Background: an optimization exercise with open tools, aiming at small area, a short achievable clock period and few clock cycles. Do not read the settings as production practice. At most, simulation tests tie the RTL to the original design; equivalence was not proved.

== run A ==
==> module saturador, before the edit <==
module saturador #(
  parameter int ACC_W  = 18,
  parameter int DATA_W = 8
) (
  input  logic [ACC_W-1:0]  acc,
  input  logic              sat_en,
  output logic [DATA_W-1:0] y,
  output logic              ovf
);
  logic neg;
  always_comb begin
    ovf = (acc[ACC_W-1:DATA_W] != '0);
    neg = acc[ACC_W-1];
    y   = {~acc[DATA_W-1], acc[DATA_W-2:0]};
    if (sat_en && ovf) begin
      y = neg ? {1'b1, {(DATA_W-1){1'b0}}} : {1'b0, {(DATA_W-1){1'b1}}};
    end
  end
endmodule
==> module multiplicacao_matrizes_seq, before the edit <==
module multiplicacao_matrizes_seq #(
  parameter int DATA_W = multiplicacao_pkg::DATA_W_DEF,
  parameter int MAX_N  = multiplicacao_pkg::MAX_N_DEF,
  parameter int SIZE_W = $clog2(MAX_N - 1),
  parameter int ACC_W  = 18
) (
  input  logic                            clk,
  input  logic                            rst_n,
  input  logic                            start,
  input  logic                            sat_en,
  input  logic [SIZE_W-1:0]               matrix_size,
  input  logic [MAX_N*MAX_N*DATA_W-1:0]   A,
  input  logic [MAX_N*MAX_N*DATA_W-1:0]   B,
  output logic                            busy,
  output logic                            done,
  output logic [MAX_N*MAX_N*DATA_W-1:0]   C,
  output logic                            overflow_flag
);
  localparam int CNT_W = 3;
  logic             run_q;      
  logic             done_q;     
  logic [CNT_W-1:0] cnt_q;
  logic             sat_q;
  logic [MAX_N-1:0] vld_q;      
  logic [DATA_W-1:0] a_q [MAX_N][MAX_N];
  logic [DATA_W-1:0] b_q [MAX_N][MAX_N];
  logic [ACC_W-1:0]  acc_q [MAX_N][MAX_N];
  logic [ACC_W-1:0]  acc_d [MAX_N][MAX_N];
  logic idle;
  logic [CNT_W-1:0] n_m1;
  assign idle = !run_q && !done_q;
  assign busy = run_q;
  assign done = done_q;
  assign n_m1 = CNT_W'(multiplicacao_pkg::decode_n(int'(matrix_size), MAX_N) - 1);
  always_ff @(posedge clk or negedge rst_n) begin
    if (!rst_n) begin
      run_q   <= 1'b0;
      done_q  <= 1'b0;
      cnt_q   <= '0;
      sat_q   <= 1'b0;
      vld_q   <= '0;
    end else begin
      done_q  <= 1'b0;
      if (idle) begin
        if (start) begin
          run_q   <= 1'b1;
          cnt_q   <= n_m1;
          sat_q   <= sat_en;
          for (int i = 0; i < MAX_N; i++) vld_q[i] <= (i <= int'(n_m1));
        end
      end else if (run_q) begin
        cnt_q <= cnt_q - 1'b1;
        if (cnt_q == '0) begin
          run_q  <= 1'b0;
          done_q <= 1'b1;
        end
      end
    end
  end
  logic accept;
  logic more;
  assign accept = idle && start;
  assign more   = run_q && (cnt_q != '0);
  always_ff @(posedge clk) begin
    for (int i = 0; i < MAX_N; i++) begin
      for (int k = 0; k < MAX_N; k++) begin
        if (!run_q || k == MAX_N-1) begin
          b_q[k][i] <= B[(k*MAX_N + i)*DATA_W +: DATA_W];
        end else begin
          b_q[k][i] <= b_q[(k+1) % MAX_N][i];
        end
      end
      for (int k = 1; k < MAX_N; k++) begin
        if (!run_q || k == MAX_N-1) begin
          a_q[i][k] <= A[(i*MAX_N + k)*DATA_W +: DATA_W];
        end else begin
          a_q[i][k] <= a_q[i][(k+1) % MAX_N];
        end
      end
      a_q[i][0] <= ({DATA_W{accept}} & A[(i*MAX_N)*DATA_W +: DATA_W]) |
                   ({DATA_W{more}} & a_q[i][1]);
    end
  end
  for (genvar gi = 0; gi < MAX_N; gi++) begin : g_mr
    for (genvar gj = 0; gj < MAX_N; gj++) begin : g_mc
      mac_unit u_mac (
        .a      (a_q[gi][0]),
        .b      (b_q[0][gj]),
        .acc_in (acc_q[gi][gj]),
        .sum    (acc_d[gi][gj])
      );
      always_ff @(posedge clk) begin
        if (accept) acc_q[gi][gj] <= ACC_W'(1 << (DATA_W-1));
        else        acc_q[gi][gj] <= acc_d[gi][gj];
      end
    end
  end
  logic [MAX_N*MAX_N-1:0] ovf_e;
  for (genvar gi = 0; gi < MAX_N; gi++) begin : g_row
    for (genvar gj = 0; gj < MAX_N; gj++) begin : g_col
      logic [DATA_W-1:0] y;
      logic              o;
      saturador #(
        .ACC_W  (ACC_W),
        .DATA_W (DATA_W)
      ) u_sat (
        .acc    (acc_q[gi][gj]),
        .sat_en (sat_q),
        .y      (y),
        .ovf    (o)
      );
      localparam int GM = (gi > gj) ? gi : gj;
      assign C[(gi*MAX_N + gj)*DATA_W +: DATA_W] = vld_q[GM] ? y : '0;
      assign ovf_e[gi*MAX_N + gj] = vld_q[GM] && o;
    end
  end
  assign overflow_flag = |ovf_e;
endmodule
Settings: LEC_CHECK=0, CAP_MARGIN=20, CORE_MARGIN=2, CORE_UTILIZATION=40, CTS_CLUSTER_DIAMETER=100, CTS_CLUSTER_SIZE=20, SLEW_MARGIN=20; clock period 11.0 ns.
standard.sh (not shown) runs the stock make flow with config.mk's settings and CLKGATE_MAP_FILE= SYNTH_SCRIPT=/design/flow/synth_recipe.tcl, a recipe that flattens the netlist after the stock synthesis.
==> flow/flow/run.sh <==
#!/bin/bash
# The standard layout (the standard.sh, unchanged synthesis), with extra
# ORFS settings from flow/knobs.txt (one VAR=value per line): a larger
# setup margin for timing repair and a plain buffer for the port buffers.
# The constraints, clock period and checks are unchanged.
set -euo pipefail
mapfile -t KNOBS < <(grep -v '^#' flow/knobs.txt | sed '/^$/d')
bash standard.sh "${KNOBS[@]}" finish > standard_flow.log 2>&1
==> flow/flow/knobs.txt <==
SETUP_SLACK_MARGIN=6
BUFFER_PORTS_ARGS=-buffer_cell sky130_fd_sc_hd__buf_1
### run A -> run C
--- a/flow/design.v
+++ b/flow/design.v
@@ -22,22 +22,19 @@
     decode_n = (size + 2 > max_n) ? max_n : size + 2;
   endfunction
 endpackage
 module saturador #(
-  parameter int ACC_W  = 18,
   parameter int DATA_W = 8
 ) (
-  input  logic [ACC_W-1:0]  acc,
+  input  logic [DATA_W-1:0] lo,
+  input  logic              oor,
+  input  logic              neg,
   input  logic              sat_en,
-  output logic [DATA_W-1:0] y,
-  output logic              ovf
+  output logic [DATA_W-1:0] y
 );
-  logic neg;
   always_comb begin
-    ovf = (acc[ACC_W-1:DATA_W] != '0);
-    neg = acc[ACC_W-1];
-    y   = {~acc[DATA_W-1], acc[DATA_W-2:0]};
-    if (sat_en && ovf) begin
+    y = {~lo[DATA_W-1], lo[DATA_W-2:0]};
+    if (sat_en && oor) begin
       y = neg ? {1'b1, {(DATA_W-1){1'b0}}} : {1'b0, {(DATA_W-1){1'b1}}};
     end
   end
 endmodule
@@ -68,8 +65,9 @@
   logic [DATA_W-1:0] a_q [MAX_N][MAX_N];
   logic [DATA_W-1:0] b_q [MAX_N][MAX_N];
   logic [ACC_W-1:0]  acc_q [MAX_N][MAX_N];
   logic [ACC_W-1:0]  acc_d [MAX_N][MAX_N];
+  logic              oor_q [MAX_N][MAX_N];    
   logic idle;
   logic [CNT_W-1:0] n_m1;
   assign idle = !run_q && !done_q;
   assign busy = run_q;
@@ -132,30 +130,34 @@
         .acc_in (acc_q[gi][gj]),
         .sum    (acc_d[gi][gj])
       );
       always_ff @(posedge clk) begin
-        if (accept) acc_q[gi][gj] <= ACC_W'(1 << (DATA_W-1));
-        else        acc_q[gi][gj] <= acc_d[gi][gj];
+        if (accept) begin
+          acc_q[gi][gj] <= ACC_W'(1 << (DATA_W-1));
+          oor_q[gi][gj] <= 1'b0;
+        end else begin
+          acc_q[gi][gj] <= acc_d[gi][gj];
+          oor_q[gi][gj] <= (acc_d[gi][gj][ACC_W-1:DATA_W] != '0);
+        end
       end
     end
   end
   logic [MAX_N*MAX_N-1:0] ovf_e;
   for (genvar gi = 0; gi < MAX_N; gi++) begin : g_row
     for (genvar gj = 0; gj < MAX_N; gj++) begin : g_col
       logic [DATA_W-1:0] y;
-      logic              o;
       saturador #(
-        .ACC_W  (ACC_W),
         .DATA_W (DATA_W)
       ) u_sat (
-        .acc    (acc_q[gi][gj]),
+        .lo     (acc_q[gi][gj][DATA_W-1:0]),
+        .oor    (oor_q[gi][gj]),
+        .neg    (acc_q[gi][gj][ACC_W-1]),
         .sat_en (sat_q),
-        .y      (y),
-        .ovf    (o)
+        .y      (y)
       );
       localparam int GM = (gi > gj) ? gi : gj;
       assign C[(gi*MAX_N + gj)*DATA_W +: DATA_W] = vld_q[GM] ? y : '0;
-      assign ovf_e[gi*MAX_N + gj] = vld_q[GM] && o;
+      assign ovf_e[gi*MAX_N + gj] = vld_q[GM] && oor_q[gi][gj];
     end
   end
   assign overflow_flag = |ovf_e;
 endmodule
### Flow results
Cmp run C vs run A: worst-case hold slack lower in run C
Taking run A as the reference point, the share of the clock period used by the worst path after layout of run C falls by 3.6 points.
The number of antenna violations at the first check in global routing in run C is 0.868 times that in run A.
Against run A, run C comes in 246 higher on net count after synthesis.
Changes observed in run C relative to run A: initial detailed-routing violation count has increased; synthesized area per cell shrank by about 2%; global-route wire length before repair increased 12000 um.
When the final numbers for run C and run A were put side by side, the worst-case reg-to-reg path depth turned out to be smaller in run A.
Relative to run A, the number of tap cells inserted measured on run C has increased slightly.
Function was not checked in any run of this note: the RTL went through the layout flow alone.

multiplicacao_matrizes_seq, a different RTL version from the one above (not shown whole).
Size: roughly 860 flip-flops, roughly 610 I/O pins, ~88000 sq um of cells after synthesis.
==> module multiplicacao_matrizes_seq, before the edit <==
module multiplicacao_matrizes_seq #(
  parameter int DATA_W = multiplicacao_pkg::DATA_W_DEF,
  parameter int MAX_N  = multiplicacao_pkg::MAX_N_DEF,
  parameter int SIZE_W = $clog2(MAX_N - 1),
  parameter int ACC_W  = 18
) (
  input  logic                            clk,
  input  logic                            rst_n,
  input  logic                            start,
  input  logic                            sat_en,
  input  logic [SIZE_W-1:0]               matrix_size,
  input  logic [MAX_N*MAX_N*DATA_W-1:0]   A,
  input  logic [MAX_N*MAX_N*DATA_W-1:0]   B,
  output logic                            busy,
  output logic                            done,
  output logic [MAX_N*MAX_N*DATA_W-1:0]   C,
  output logic                            overflow_flag
);
  localparam int CNT_W = 3;
  logic             run_q;      
  logic             done_q;     
  logic             first_q;    
  logic [CNT_W-1:0] cnt_q;
  logic             sat_q;
  logic [MAX_N-1:0] vld_q;      
  logic [DATA_W-1:0] a_q [MAX_N][MAX_N];
  logic [DATA_W-1:0] b_q [MAX_N][MAX_N];
  logic [ACC_W-1:0]  acc_q [MAX_N][MAX_N];
  logic [ACC_W-1:0]  acc_d [MAX_N][MAX_N];
  logic idle;
  logic [CNT_W-1:0] n_m1;
  assign idle = !run_q && !done_q;
  assign busy = run_q;
  assign done = done_q;
  assign n_m1 = CNT_W'(multiplicacao_pkg::decode_n(int'(matrix_size), MAX_N) - 1);
  always_ff @(posedge clk or negedge rst_n) begin
    if (!rst_n) begin
      run_q   <= 1'b0;
      done_q  <= 1'b0;
      first_q <= 1'b0;
      cnt_q   <= '0;
      sat_q   <= 1'b0;
      vld_q   <= '0;
    end else begin
      done_q  <= 1'b0;
      first_q <= 1'b0;
      if (idle) begin
        if (start) begin
          run_q   <= 1'b1;
          first_q <= 1'b1;
          cnt_q   <= n_m1;
          sat_q   <= sat_en;
          for (int i = 0; i < MAX_N; i++) vld_q[i] <= (i <= int'(n_m1));
        end
      end else if (run_q) begin
        cnt_q <= cnt_q - 1'b1;
        if (cnt_q == '0) begin
          run_q  <= 1'b0;
          done_q <= 1'b1;
        end
      end
    end
  end
  logic accept;
  logic more;
  assign accept = idle && start;
  assign more   = run_q && (cnt_q != '0);
  always_ff @(posedge clk) begin
    for (int i = 0; i < MAX_N; i++) begin
      for (int k = 0; k < MAX_N; k++) begin
        if (!run_q) begin
          b_q[k][i] <= B[(k*MAX_N + i)*DATA_W +: DATA_W];
        end else begin
          b_q[k][i] <= (k < MAX_N-1) ? b_q[(k+1) % MAX_N][i] : '0;
        end
      end
      for (int k = 1; k < MAX_N; k++) begin
        if (!run_q) begin
          a_q[i][k] <= A[(i*MAX_N + k)*DATA_W +: DATA_W];
        end else begin
          a_q[i][k] <= (k < MAX_N-1) ? a_q[i][(k+1) % MAX_N] : '0;
        end
      end
    end
  end
  always_ff @(posedge clk or negedge rst_n) begin
    if (!rst_n) begin
      for (int i = 0; i < MAX_N; i++) a_q[i][0] <= '0;
    end else begin
      for (int i = 0; i < MAX_N; i++) begin
        a_q[i][0] <= ({DATA_W{accept}} & A[(i*MAX_N)*DATA_W +: DATA_W]) |
                     ({DATA_W{more}} & a_q[i][1]);
      end
    end
  end
  for (genvar gi = 0; gi < MAX_N; gi++) begin : g_mr
    for (genvar gj = 0; gj < MAX_N; gj++) begin : g_mc
      mac_unit u_mac (
        .a      (a_q[gi][0]),
        .b      (b_q[0][gj]),
        .acc_in (first_q ? '0 : acc_q[gi][gj]),
        .sum    (acc_d[gi][gj])
      );
      always_ff @(posedge clk) acc_q[gi][gj] <= acc_d[gi][gj];
    end
  end
  logic [MAX_N*MAX_N-1:0] ovf_e;
  for (genvar gi = 0; gi < MAX_N; gi++) begin : g_row
    for (genvar gj = 0; gj < MAX_N; gj++) begin : g_col
      logic [DATA_W-1:0] y;
      logic              o;
      saturador #(
        .ACC_W  (ACC_W),
        .DATA_W (DATA_W)
      ) u_sat (
        .acc    (acc_q[gi][gj]),
        .sat_en (sat_q),
        .y      (y),
        .ovf    (o)
      );
      assign C[(gi*MAX_N + gj)*DATA_W +: DATA_W] = (vld_q[gi] && vld_q[gj]) ? y : '0;
      assign ovf_e[gi*MAX_N + gj] = vld_q[gi] && vld_q[gj] && o;
    end
  end
  assign overflow_flag = |ovf_e;
endmodule
==> flow/config.mk <==
export PLATFORM = sky130hd
export DESIGN_NAME = multiplicacao_matrizes_seq
export DESIGN_NICKNAME = multiplicacao_matrizes_seq
export VERILOG_FILES = /design/flow/design.v
export SDC_FILE = /design/flow/constraint.sdc
export NUM_CORES = 4
export LEC_CHECK = 0
export CAP_MARGIN = 20
export CORE_MARGIN = 2
export CORE_UTILIZATION = 40
export SLEW_MARGIN = 20
==> flow/constraint.sdc <==
create_clock -name core_clock -period 11.0 [get_ports {clk}]
set_input_delay 2.2000 -clock core_clock [delete_from_list [all_inputs] [get_ports {clk}]]
set_output_delay 2.2000 -clock core_clock [all_outputs]
set_load 0.01 [all_outputs]
Scripts as last shown in full above: flow/flow/run.sh, flow/flow/knobs.txt
Testbench counts at the start, summed over its fixed seeds: cycles 1,734.
Then changed:
--- a/flow/design.v
+++ b/flow/design.v
@@ -65,9 +65,9 @@
 );
   localparam int CNT_W = 3;
   logic             run_q;      
   logic             done_q;     
-  logic             first_q;    
+  logic [MAX_N-1:0] first_q;    
   logic [CNT_W-1:0] cnt_q;
   logic             sat_q;
   logic [MAX_N-1:0] vld_q;      
   logic [DATA_W-1:0] a_q [MAX_N][MAX_N];
@@ -83,19 +83,19 @@
   always_ff @(posedge clk or negedge rst_n) begin
     if (!rst_n) begin
       run_q   <= 1'b0;
       done_q  <= 1'b0;
-      first_q <= 1'b0;
+      first_q <= '0;
       cnt_q   <= '0;
       sat_q   <= 1'b0;
       vld_q   <= '0;
     end else begin
       done_q  <= 1'b0;
-      first_q <= 1'b0;
+      first_q <= '0;
       if (idle) begin
         if (start) begin
           run_q   <= 1'b1;
-          first_q <= 1'b1;
+          for (int i = 0; i < MAX_N; i++) first_q[i] <= (i <= int'(n_m1));
           cnt_q   <= n_m1;
           sat_q   <= sat_en;
           for (int i = 0; i < MAX_N; i++) vld_q[i] <= (i <= int'(n_m1));
         end
@@ -144,9 +144,9 @@
     for (genvar gj = 0; gj < MAX_N; gj++) begin : g_mc
       mac_unit u_mac (
         .a      (a_q[gi][0]),
         .b      (b_q[0][gj]),
-        .acc_in (first_q ? '0 : acc_q[gi][gj]),
+        .acc_in (first_q[gi] ? '0 : acc_q[gi][gj]),
         .sum    (acc_d[gi][gj])
       );
       always_ff @(posedge clk) acc_q[gi][gj] <= acc_d[gi][gj];
     end
- worst setup slack gains 0.10 ns
- routed wire length goes up by 0.44%
- die area barely changes
Only the layout flow was run in the second run of this note; the RTL was not checked for function there.

## what the ideal ports hide
The results above use ideal ports. As a check the final layouts listed here were re-extracted and re-timed, cells and wires unchanged. Step 1 sets driving cells, clkbuf_16 on the clock port and buf_2 on the other inputs (assumed; they add their load-dependent delay and slew). Step 2, shift: input delay + t, output delay - t, t = (earliest + latest rising clock arrival at the registers) / 2. This alone moves slack from input paths to output paths. Slacks: ideal / step 1 / step 2; pairs: ideal / step 1.
run	t, ns	slack for setup (ns)	slew at the worst register clock pin (ns)
run A	0.865	5.448 / 5.347 / 5.727	0.10 / 0.10
run C	0.826	5.838 / 5.838 / 5.838	0.10 / 0.10
the first run of note 2	0.869	5.656 / 5.566 / 6.027	0.08 / 0.08
the second run of note 2	0.837	5.756 / 5.664 / 6.037	0.07 / 0.07
After both steps every run listed still meets setup and hold.
